Source: an optimization exercise on an open RTL-to-GDS flow (aim: small area, a short achievable clock period and few clock cycles per item). Production flows keep margins and buffers that such runs may drop. Function was checked by simulation only, so behaviour that the tests miss may differ from the original. No activity file was given, so power comes from the tool's default toggle rates.

// pheapTop
module pheapTop
(
    input  logic        clk,
    input  logic        rstN,
    input  logic        cyc,
    input  logic        stb,
    input  logic        we,
    input  logic [2:0]  adr,
    input  logic [31:0] datW,
    output logic        ack,
    output logic [31:0] datR
);
Size in the first run: about 6,200 cells after synthesis, ~73 I/O pins, about 54,000 sq um of cells after synthesis.
export LEC_CHECK = 0
export CAP_MARGIN = 20
export CORE_MARGIN = 2
export CORE_UTILIZATION = 45
export CTS_BUF_LIST = sky130_fd_sc_hd__clkbuf_16
export CTS_CLUSTER_DIAMETER = 70
export CTS_CLUSTER_SIZE = 24
export PLACE_DENSITY = 0.6
export SETUP_SLACK_MARGIN = 4.3
export SLEW_MARGIN = 20
export SYNTH_HIERARCHICAL = 1
export TNS_END_PERCENT = 0
create_clock -name core_clock -period 8.0 [get_ports {clk}]
standard.sh (not shown) runs the stock make flow with config.mk's settings and CLKGATE_MAP_FILE= SYNTH_SCRIPT=/design/flow/synth_recipe.tcl, a recipe that flattens the netlist after the stock synthesis.
==> flow/flow/run.sh <==
#!/bin/bash
# The standard layout, with one change: right after global placement the
# port buffers that buffer_ports inserted (delay cells) become plain buffers,
# so that the paths from the inputs and to the outputs can be timed down.
set -euo pipefail
W=$(pwd)
bash standard.sh POST_GLOBAL_PLACE_TCL="$W/flow/fixports.tcl" finish > "$W/standard.log" 2>&1
==> flow/flow/fixports.tcl <==
# The port buffers that buffer_ports inserted are delay cells; make them plain buffers.
set n 0
set block [ord::get_db_block]
foreach bterm [$block getBTerms] {
  if {[$bterm getName] == "clk"} { continue }
  set net [$bterm getNet]
  if {$net == "NULL"} { continue }
  foreach iterm [$net getITerms] {
    set inst [$iterm getInst]
    set master [[$inst getMaster] getName]
    if {[string match "sky130_fd_sc_hd__clkdlybuf*" $master] || [string match "sky130_fd_sc_hd__dlygate*" $master]} {
      replace_cell [get_cells [$inst getName]] sky130_fd_sc_hd__buf_4
      incr n
    }
  }
}
puts "fixports: replaced $n port buffers"
Testbench counts at the start, summed over its fixed seeds: cycles 12,000, items 12,000.
Then changed:
==> flow/run.sh (new file) <==
#!/bin/bash
# synth_recipe.tcl (not shown) runs the flow's synth.tcl, then flattens the netlist and writes it again
# the make line also repeats each setting of config.mk as NAME=value (left out here)
make -C /OpenROAD-flow-scripts/flow DESIGN_CONFIG=/design/flow/config.mk WORK_HOME=/design/flow/orfs CLKGATE_MAP_FILE= SYNTH_SCRIPT=/design/flow/synth_recipe.tcl finish
Settings changed: CTS_BUF_LIST sky130_fd_sc_hd__clkbuf_16 to not set, CTS_CLUSTER_DIAMETER 70 to not set, CTS_CLUSTER_SIZE 24 to not set.
removed: flow/flow/run.sh
removed: flow/flow/fixports.tcl
removed: flow/standard.sh
Non-clock buffer count grows by 14.
Worst hold slack stays flat.
Wire length grows slightly.
Final cell count grows slightly.
Synthesized area is unchanged.

---

build 9:
pheapTop, a different RTL version from the one above (not shown whole).
Size: roughly 6100 cells after synthesis, roughly 73 I/O pins, roughly 53000 um^2 of cells after synthesis.
export LEC_CHECK = 0
export CAP_MARGIN = 20
export CORE_MARGIN = 2
export CORE_UTILIZATION = 38
export CTS_BUF_LIST = sky130_fd_sc_hd__clkbuf_16
export CTS_CLUSTER_DIAMETER = 80
export CTS_CLUSTER_SIZE = 24
export PLACE_DENSITY = 0.55
export SETUP_SLACK_MARGIN = 4.3
export SLEW_MARGIN = 20
export SYNTH_HIERARCHICAL = 1
export TNS_END_PERCENT = 0
create_clock -name core_clock -period 8.0 [get_ports {clk}]
==> flow/flow/run.sh <==
#!/bin/bash
# The standard layout, with two changes:
# - before the pins are placed, the bus control, address and read data pins
#   are kept together on one edge (flow/pins.tcl);
# - right after global placement the port buffers that buffer_ports inserted
#   (delay cells) become plain buffers (flow/fixports.tcl),
# so that the paths from the inputs to the outputs can be timed down.
set -euo pipefail
W=$(pwd)
bash standard.sh PRE_IO_PLACEMENT_TCL="$W/flow/pins.tcl" POST_GLOBAL_PLACE_TCL="$W/flow/fixports.tcl" finish > "$W/standard.log" 2>&1
==> flow/flow/fixports.tcl <==
# The port buffers that buffer_ports inserted are delay cells; make them plain buffers.
set n 0
set block [ord::get_db_block]
foreach bterm [$block getBTerms] {
  if {[$bterm getName] == "clk"} { continue }
  set net [$bterm getNet]
  if {$net == "NULL"} { continue }
  foreach iterm [$net getITerms] {
    set inst [$iterm getInst]
    set master [[$inst getMaster] getName]
    if {[string match "sky130_fd_sc_hd__clkdlybuf*" $master] || [string match "sky130_fd_sc_hd__dlygate*" $master]} {
      replace_cell [get_cells [$inst getName]] sky130_fd_sc_hd__buf_4
      incr n
    }
  }
}
puts "fixports: replaced $n port buffers"
==> flow/flow/pins.tcl <==
# Keep the bus control, address and read data pins together on one edge,
# so the address decode and the read data gates sit next to all of them.
set names {cyc stb we ack}
for {set i 0} {$i < 3} {incr i} { lappend names "adr\[$i\]" }
for {set i 0} {$i < 32} {incr i} { lappend names "datR\[$i\]" }
set die [[ord::get_db_block] getDieArea]
set ymid [expr {([$die yMin] + [$die yMax]) / 2000.0}]
set lo [expr {int($ymid - 40)}]
set hi [expr {int($ymid + 40)}]
set_io_pin_constraint -pin_names $names -region right:$lo-$hi
puts "pins: [llength $names] read pins on the right edge, $lo-$hi um"
Testbench counts of build 9, summed over its fixed seeds: cycles 12,000, items 12,000.
Input changes introduced in build 30 (baseline for comparison: build 9):
Settings: swapping 0.55 for 0.62 in PLACE_DENSITY; swapping 38 for 48 in CORE_UTILIZATION.
### Flow results
Diff build 9..build 30 | synthesized area | negligible. Path depth of the worst reg2reg path (lower): build 30. On actual slew at the worst max-slew pin, the higher figure sits with build 9, not build 30. The worst setup path startpoint comes out adr[0] in one run and adr[1] in the other, namely in build 30 and build 9 respectively. Summary: with build 9 as the reference, overall power of the completed layout in build 30 moved down slightly. Summary of build 30 over build 9: area growth from synthesis to layout shrank by 2.0 points; vias per cell grew by 0.31.

==> re-timing with driven ports <==
The results above use ideal ports. As a check the final layouts listed here were re-extracted and re-timed, cells and wires unchanged. Step 1, drivers: a clkbuf_16 drives clk and a buf_2 each remaining input, both assumed. Step 2 moves the port delays by t, midway between the first and last clock arrival at a register: inputs arrive t later, outputs are due t later. That takes back most of the time a late clock gives input paths. Three values: ideal, step 1, step 2; two values: the first two.
run	t (ns)	slack for setup (ns)	hold WS [ns]
the first run of note 1	0.753	4.017 / 3.955 / 3.503	0.447 / 0.447 / 0.447
the second run of note 1	0.824	3.996 / 3.930 / 3.291	0.446 / 0.446 / 0.446
build 9	0.794	4.136 / 3.955 / 3.588	0.466 / 0.466 / 0.466
build 30	0.775	4.129 / 3.942 / 3.620	0.468 / 0.468 / 0.468
After both steps every run listed still meets setup and hold. The setup slack of the second run of note 1, which loses most, moves by -0.066 ns with the drivers and by -0.705 ns with both steps.
